Context: an optimization exercise on an open-source flow, tuned for small area. The choices shown serve that exercise and are no tape-out recipe. Only simulation tests tie the RTL to the original design; equivalence was not proved. No activity file was given, so power comes from the tool's default toggle rates.

==> flow/design.v (excerpt) <==
module ts_pes_reassembler_core
(
    input  logic                clk,
    input  logic                rst_n,
    input  logic                ts_valid,
    output logic                ts_stall,
    input  logic [7:0]   ts_byte,
    output logic                pes_valid,
    input  logic                pes_stall,
    output logic [7:0]   pes_byte,
    output logic                pes_end,
    output logic [7:0]   pes_stream_id,
    output logic [15:0]         pes_total_length
);
export LEC_CHECK = 0
export CAP_MARGIN = 20
export CELL_PAD_IN_SITES_DETAIL_PLACEMENT = 0
export CELL_PAD_IN_SITES_GLOBAL_PLACEMENT = 0
export CORE_MARGIN = 2
export CORE_UTILIZATION = 60
export CTS_BUF_LIST = sky130_fd_sc_hd__clkbuf_8
export PLACE_DENSITY = 0.75
export SLEW_MARGIN = 20
create_clock -name core_clock -period 6.5 [get_ports {clk}]
standard.sh (not shown) runs the stock make flow with config.mk's settings and CLKGATE_MAP_FILE= SYNTH_SCRIPT=/design/flow/synth_recipe.tcl, a recipe that flattens the netlist after the stock synthesis.
==> flow/flow/run.sh <==
#!/bin/bash
# The standard layout, with the ports buffered by the smallest buffer
# (sky130_fd_sc_hd__buf_1), synthesis buffers removed before placement and
# non-critical gates downsized after global routing.
set -euo pipefail
bash standard.sh "BUFFER_PORTS_ARGS=-buffer_cell sky130_fd_sc_hd__buf_1" \
    REMOVE_ABC_BUFFERS=1 RECOVER_POWER=100 finish > flow_make.log 2>&1
The first run ran to the end with violations: capacitance limit, slew limit.
Then changed:
==> flow/flow/run.sh (replaced) <==
#!/bin/bash
# The standard layout, with two changes: after floorplan the combinational
# logic is re-mapped for area by OpenROAD's restructure, and the ports are
# buffered by the smallest buffer (sky130_fd_sc_hd__buf_1).
set -euo pipefail
here=$(pwd)
mkdir -p "$here/rsz"
python3 flow/liberty_keep.py "$FLOW_HOME/platforms/sky130hd/lib/sky130_fd_sc_hd__tt_025C_1v80.lib" \
    "$here/rsz/keep.lib" \
    "sky130_fd_sc_hd__probe_p_8 sky130_fd_sc_hd__probec_p_8 sky130_fd_sc_hd__lpflow_*" \
    > liberty_keep.log 2>&1
export RSZ_LIB="$here/rsz/keep.lib"
export RSZ_DIR="$here/rsz"
bash standard.sh "POST_FLOORPLAN_TCL=$here/flow/restructure.tcl" \
    "BUFFER_PORTS_ARGS=-buffer_cell sky130_fd_sc_hd__buf_1" finish > flow_make.log 2>&1
==> flow/flow/liberty_keep.py (new file) <==
# Writes a copy of a liberty file without the cells the platform marks
# don't-use, for OpenROAD's restructure (its ABC run ignores set_dont_use).
# usage: python3 liberty_keep.py IN.lib OUT.lib "pattern pattern ..."
import fnmatch
import re
import sys

src, dst, pats = sys.argv[1], sys.argv[2], sys.argv[3].split()
text = open(src).read()
out = []
pos = 0
for m in re.finditer(r'\n(\s*)cell\s*\(\s*"?([\w]+)"?\s*\)\s*\{', text):
    if m.start() < pos:
        continue
    name = m.group(2)
    # find the end of this cell group by brace matching
    depth = 0
    i = m.end() - 1
    while True:
        c = text[i]
        if c == '{':
            depth += 1
        elif c == '}':
            depth -= 1
            if depth == 0:
                break
        i += 1
    if any(fnmatch.fnmatch(name, p) for p in pats):
        out.append(text[pos:m.start()])
        pos = i + 1
out.append(text[pos:])
open(dst, 'w').write(''.join(out))
==> flow/flow/restructure.tcl (new file) <==
# Re-map the combinational logic for area with OpenROAD's restructure (ABC),
# after floorplan and before placement. Registers are left as they are.
restructure -target area \
    -liberty_file $::env(RSZ_LIB) \
    -tielo_port sky130_fd_sc_hd__conb_1/LO \
    -tiehi_port sky130_fd_sc_hd__conb_1/HI \
    -work_dir $::env(RSZ_DIR) \
    -abc_logfile $::env(RSZ_DIR)/abc.log
report_design_area
Effect:
- Now the flow produced a clean layout
- critical path depth came out higher by 16
- cell count came out higher by 15%
- routed wire length came out higher by 8.6%
- die area is unchanged
- clock skew barely changes
- global-route usage came out higher by 1.7 points
- worst setup slack degrades by 0.87 ns
- count of clock-buffer cells in the layout came out lower by 1
- area after synthesis does not change
Then changed:
==> flow/flow/run.sh (replaced) <==
#!/bin/bash
# The standard layout, with the ports buffered by the smallest buffer
# (sky130_fd_sc_hd__buf_1) instead of the one buffer_ports picks by itself.
set -euo pipefail
bash standard.sh "BUFFER_PORTS_ARGS=-buffer_cell sky130_fd_sc_hd__buf_1" finish > flow_make.log 2>&1
CTS_BUF_LIST = sky130_fd_sc_hd__clkbuf_4 sky130_fd_sc_hd__clkbuf_8   (was sky130_fd_sc_hd__clkbuf_8)
removed: flow/flow/liberty_keep.py
removed: flow/flow/restructure.tcl
Count of clock-buffer cells in the layout does not change. Non-clock buffer count falls by 18. Fmax is higher by about a fifth. Cell area went down slightly. Sequential power goes down by about a fifth. Power went down by a quarter to a third. Sequential share of layout area goes up by 0.20 points. Worst setup slack improves by 0.88 ns. Core utilization is lower by 0.26 points.
Then changed:
CAP_MARGIN = 0   (was 20)
CTS_BUF_LIST = sky130_fd_sc_hd__clkbuf_8   (was sky130_fd_sc_hd__clkbuf_4 sky130_fd_sc_hd__clkbuf_8)
GPL_TIMING_DRIVEN = 0   (was default)
SLEW_MARGIN = 0   (was 20)
- The changed run completed without violations
- via count hardly moves
- sequential share of layout area fell by 0.27 points
- total power rose by about 0.6%
- area after synthesis stays the same
- die area is unchanged
Then changed:
CAP_MARGIN = 20   (was 0)
GPL_TIMING_DRIVEN = default   (was 0)
SLEW_MARGIN = 20   (was 0)
Sequential power goes up by 6.6%.
Wire length goes down by 0.74%.
Die area is unchanged.
Cell count goes down by 2.3%.
Clock-buffer cell count does not change.
Cell area goes down by 0.52%.
Core utilization goes down by 0.35 points.
Via count is about the same.
Total power goes down by 0.60%.
Setup slack gains 0.38 ns.
First-iteration DRC count goes up by 14%.

Another version of the RTL of ts_pes_reassembler_core (not shown whole).
Size: about 350 cells after synthesis, ~4100 µm² of cells after synthesis.
// ts_pes_reassembler_core
module ts_pes_reassembler_core
(
    input  logic                clk,
    input  logic                rst_n,
    input  logic                ts_valid,
    output logic                ts_stall,
    input  logic [7:0]   ts_byte,
    output logic                pes_valid,
    input  logic                pes_stall,
    output logic [7:0]   pes_byte,
    output logic                pes_end,
    output logic [7:0]   pes_stream_id,
    output logic [15:0]         pes_total_length
);
export LEC_CHECK = 0
export CAP_MARGIN = 0
export CELL_PAD_IN_SITES_DETAIL_PLACEMENT = 0
export CELL_PAD_IN_SITES_GLOBAL_PLACEMENT = 0
export CORE_MARGIN = 2
export CORE_UTILIZATION = 60
export CTS_BUF_LIST = sky130_fd_sc_hd__clkbuf_8
export GPL_TIMING_DRIVEN = 0
export PLACE_DENSITY = 0.75
export SLEW_MARGIN = 0
create_clock -name core_clock -period 6.5 [get_ports {clk}]
==> flow/flow/run.sh <==
#!/bin/bash
# The standard layout, with two changes: after floorplan the combinational
# logic is re-mapped for area by OpenROAD's restructure, and the ports are
# buffered by the smallest buffer (sky130_fd_sc_hd__buf_1).
set -euo pipefail
here=$(pwd)
mkdir -p "$here/rsz"
python3 flow/liberty_keep.py "$FLOW_HOME/platforms/sky130hd/lib/sky130_fd_sc_hd__tt_025C_1v80.lib" \
    "$here/rsz/keep.lib" \
    "sky130_fd_sc_hd__probe_p_8 sky130_fd_sc_hd__probec_p_8 sky130_fd_sc_hd__lpflow_*" \
    > liberty_keep.log 2>&1
export RSZ_LIB="$here/rsz/keep.lib"
export RSZ_DIR="$here/rsz"
bash standard.sh "POST_FLOORPLAN_TCL=$here/flow/restructure.tcl" \
    "BUFFER_PORTS_ARGS=-buffer_cell sky130_fd_sc_hd__buf_1" finish > flow_make.log 2>&1
==> flow/flow/liberty_keep.py <==
# Writes a copy of a liberty file without the cells the platform marks
# don't-use, for OpenROAD's restructure (its ABC run ignores set_dont_use).
# usage: python3 liberty_keep.py IN.lib OUT.lib "pattern pattern ..."
import fnmatch
import re
import sys

src, dst, pats = sys.argv[1], sys.argv[2], sys.argv[3].split()
text = open(src).read()
out = []
pos = 0
for m in re.finditer(r'\n(\s*)cell\s*\(\s*"?([\w]+)"?\s*\)\s*\{', text):
    if m.start() < pos:
        continue
    name = m.group(2)
    # find the end of this cell group by brace matching
    depth = 0
    i = m.end() - 1
    while True:
        c = text[i]
        if c == '{':
            depth += 1
        elif c == '}':
            depth -= 1
            if depth == 0:
                break
        i += 1
    if any(fnmatch.fnmatch(name, p) for p in pats):
        out.append(text[pos:m.start()])
        pos = i + 1
out.append(text[pos:])
open(dst, 'w').write(''.join(out))
==> flow/flow/restructure.tcl <==
# Re-map the combinational logic for area with OpenROAD's restructure (ABC),
# after floorplan and before placement. Registers are left as they are.
restructure -target area \
    -liberty_file $::env(RSZ_LIB) \
    -tielo_port sky130_fd_sc_hd__conb_1/LO \
    -tiehi_port sky130_fd_sc_hd__conb_1/HI \
    -work_dir $::env(RSZ_DIR) \
    -abc_logfile $::env(RSZ_DIR)/abc.log
report_design_area
Change:
--- a/flow/flow/run.sh
+++ b/flow/flow/run.sh
@@ -13,3 +13,4 @@
 export RSZ_DIR="$here/rsz"
 bash standard.sh "POST_FLOORPLAN_TCL=$here/flow/restructure.tcl" \
-    "BUFFER_PORTS_ARGS=-buffer_cell sky130_fd_sc_hd__buf_1" finish > flow_make.log 2>&1
+    "BUFFER_PORTS_ARGS=-buffer_cell sky130_fd_sc_hd__buf_1" \
+    "CTS_ARGS=-sink_clustering_enable -repair_clock_nets -buf_list sky130_fd_sc_hd__clkbuf_16 -root_buf sky130_fd_sc_hd__clkbuf_16 -sink_clustering_size 100 -sink_clustering_max_diameter 500 -sink_buffer_max_cap_derate 1.0 -dont_use_dummy_load" finish > flow_make.log 2>&1
The new run completed without violations.
First-iteration DRC count came out lower by 7.5%.
Setup slack got worse by 110 ps.
Critical path depth stays the same.
Utilization goes up by 0.52 points.
Die area does not change.
Cell count drops by 1.4%.
Change:
--- a/flow/flow/run.sh
+++ b/flow/flow/run.sh
@@ -14,3 +14,3 @@
 bash standard.sh "POST_FLOORPLAN_TCL=$here/flow/restructure.tcl" \
     "BUFFER_PORTS_ARGS=-buffer_cell sky130_fd_sc_hd__buf_1" \
-    "CTS_ARGS=-sink_clustering_enable -repair_clock_nets -buf_list sky130_fd_sc_hd__clkbuf_16 -root_buf sky130_fd_sc_hd__clkbuf_16 -sink_clustering_size 100 -sink_clustering_max_diameter 500 -sink_buffer_max_cap_derate 1.0 -dont_use_dummy_load" finish > flow_make.log 2>&1
+    "CTS_ARGS=-sink_clustering_enable -repair_clock_nets -root_buf sky130_fd_sc_hd__clkbuf_8 -buf_list sky130_fd_sc_hd__clkbuf_4 -dont_use_dummy_load" finish > flow_make.log 2>&1
Outcome: Global-route usage shrinks by 0.34 points; total power went down by 7.3%; area after synthesis does not change; register-to-register slack improves by 100 ps; routed wire length fell by 1.3%.
Change:
--- a/flow/flow/run.sh
+++ b/flow/flow/run.sh
@@ -14,3 +14,3 @@
 bash standard.sh "POST_FLOORPLAN_TCL=$here/flow/restructure.tcl" \
     "BUFFER_PORTS_ARGS=-buffer_cell sky130_fd_sc_hd__buf_1" \
-    "CTS_ARGS=-sink_clustering_enable -repair_clock_nets -root_buf sky130_fd_sc_hd__clkbuf_8 -buf_list sky130_fd_sc_hd__clkbuf_4 -dont_use_dummy_load" finish > flow_make.log 2>&1
+    "CTS_ARGS=-repair_clock_nets -buf_list sky130_fd_sc_hd__clkbuf_8 -dont_use_dummy_load" finish > flow_make.log 2>&1
- setup slack stays the same
- via count stays the same
- cell count does not change
- register-to-register slack hardly moves
- clock skew stays the same
Change:
--- a/flow/flow/run.sh
+++ b/flow/flow/run.sh
@@ -14,3 +14,3 @@
 bash standard.sh "POST_FLOORPLAN_TCL=$here/flow/restructure.tcl" \
     "BUFFER_PORTS_ARGS=-buffer_cell sky130_fd_sc_hd__buf_1" \
-    "CTS_ARGS=-repair_clock_nets -buf_list sky130_fd_sc_hd__clkbuf_8 -dont_use_dummy_load" finish > flow_make.log 2>&1
+    "CTS_ARGS=-sink_clustering_enable -repair_clock_nets -buf_list sky130_fd_sc_hd__clkbuf_8 -sink_clustering_size 30 -sink_clustering_max_diameter 100 -dont_use_dummy_load" finish > flow_make.log 2>&1
Core utilization does not change; clock power hardly moves; sequential power hardly moves; cell area does not change; count of clock-buffer cells in the layout does not change.
Change:
--- a/flow/flow/run.sh
+++ b/flow/flow/run.sh
@@ -14,3 +14,3 @@
 bash standard.sh "POST_FLOORPLAN_TCL=$here/flow/restructure.tcl" \
     "BUFFER_PORTS_ARGS=-buffer_cell sky130_fd_sc_hd__buf_1" \
-    "CTS_ARGS=-sink_clustering_enable -repair_clock_nets -buf_list sky130_fd_sc_hd__clkbuf_8 -sink_clustering_size 30 -sink_clustering_max_diameter 100 -dont_use_dummy_load" finish > flow_make.log 2>&1
+    "CTS_ARGS=-sink_clustering_enable -repair_clock_nets -buf_list sky130_fd_sc_hd__clkbuf_8 -sink_clustering_size 50 -sink_clustering_max_diameter 200 -dont_use_dummy_load" finish > flow_make.log 2>&1
Total power is unchanged.
Design area stays the same.
Routed wire length is unchanged.
Cell count stays the same.
First-iteration DRC count does not change.
Worst setup slack is unchanged.
Via count stays the same.
Global-route usage is unchanged.

==> static timing again, ports no longer ideal <==
No port has a modelled driver above. Below, the same layouts with a new extraction and two added sets of constraints.
Step 1 assumes that a clkbuf_16 drives the clock port and a buf_2 every other input.
Step 2, shift: input delay + t, output delay - t, t = (earliest + latest rising clock arrival at the registers) / 2. This alone moves slack from input paths to output paths.
Slacks: no drivers / after step 1 / after step 2; pairs: no drivers / after step 1.
run | t, ns | slack for setup (ns) | clock arrival spread, ns | worst slew at a driven data input, ns
the first run of note 1 | 0.386 | 1.233 / 1.237 / 0.851 | 0.010 / 0.010 | 0.03
the second run of note 1 | 0.390 | 0.360 / 0.370 / -0.020 | 0.011 / 0.011 | 0.04
the third run of note 1 | 0.378 | 1.240 / 1.247 / 0.869 | 0.013 / 0.012 | 0.03
the fourth run of note 1 | 0.388 | 0.863 / 0.874 / 0.487 | 0.008 / 0.007 | 0.03
the fifth run of note 1 | 0.378 | 1.240 / 1.247 / 0.869 | 0.013 / 0.012 | 0.03
the first run of note 2 | 0.370 | 1.078 / 1.082 / 0.712 | 0.011 / 0.011 | 0.03
the second run of note 2 | 0.355 | 0.964 / 0.968 / 0.613 | 0.016 / 0.016 | 0.04
the third run of note 2 | 0.365 | 1.086 / 1.091 / 0.725 | 0.029 / 0.029 | 0.03
the fourth run of note 2 | 0.365 | 1.086 / 1.091 / 0.725 | 0.029 / 0.029 | 0.03
the fifth run of note 2 | 0.365 | 1.086 / 1.091 / 0.725 | 0.029 / 0.029 | 0.03
the sixth run of note 2 | 0.365 | 1.086 / 1.091 / 0.725 | 0.029 / 0.029 | 0.03
Met with ideal ports but missed after step 2: setup timing in the second run of note 1. The setup slack of the first run of note 1, which loses most, moves by +0.004 ns with the drivers and by -0.382 ns with both steps.
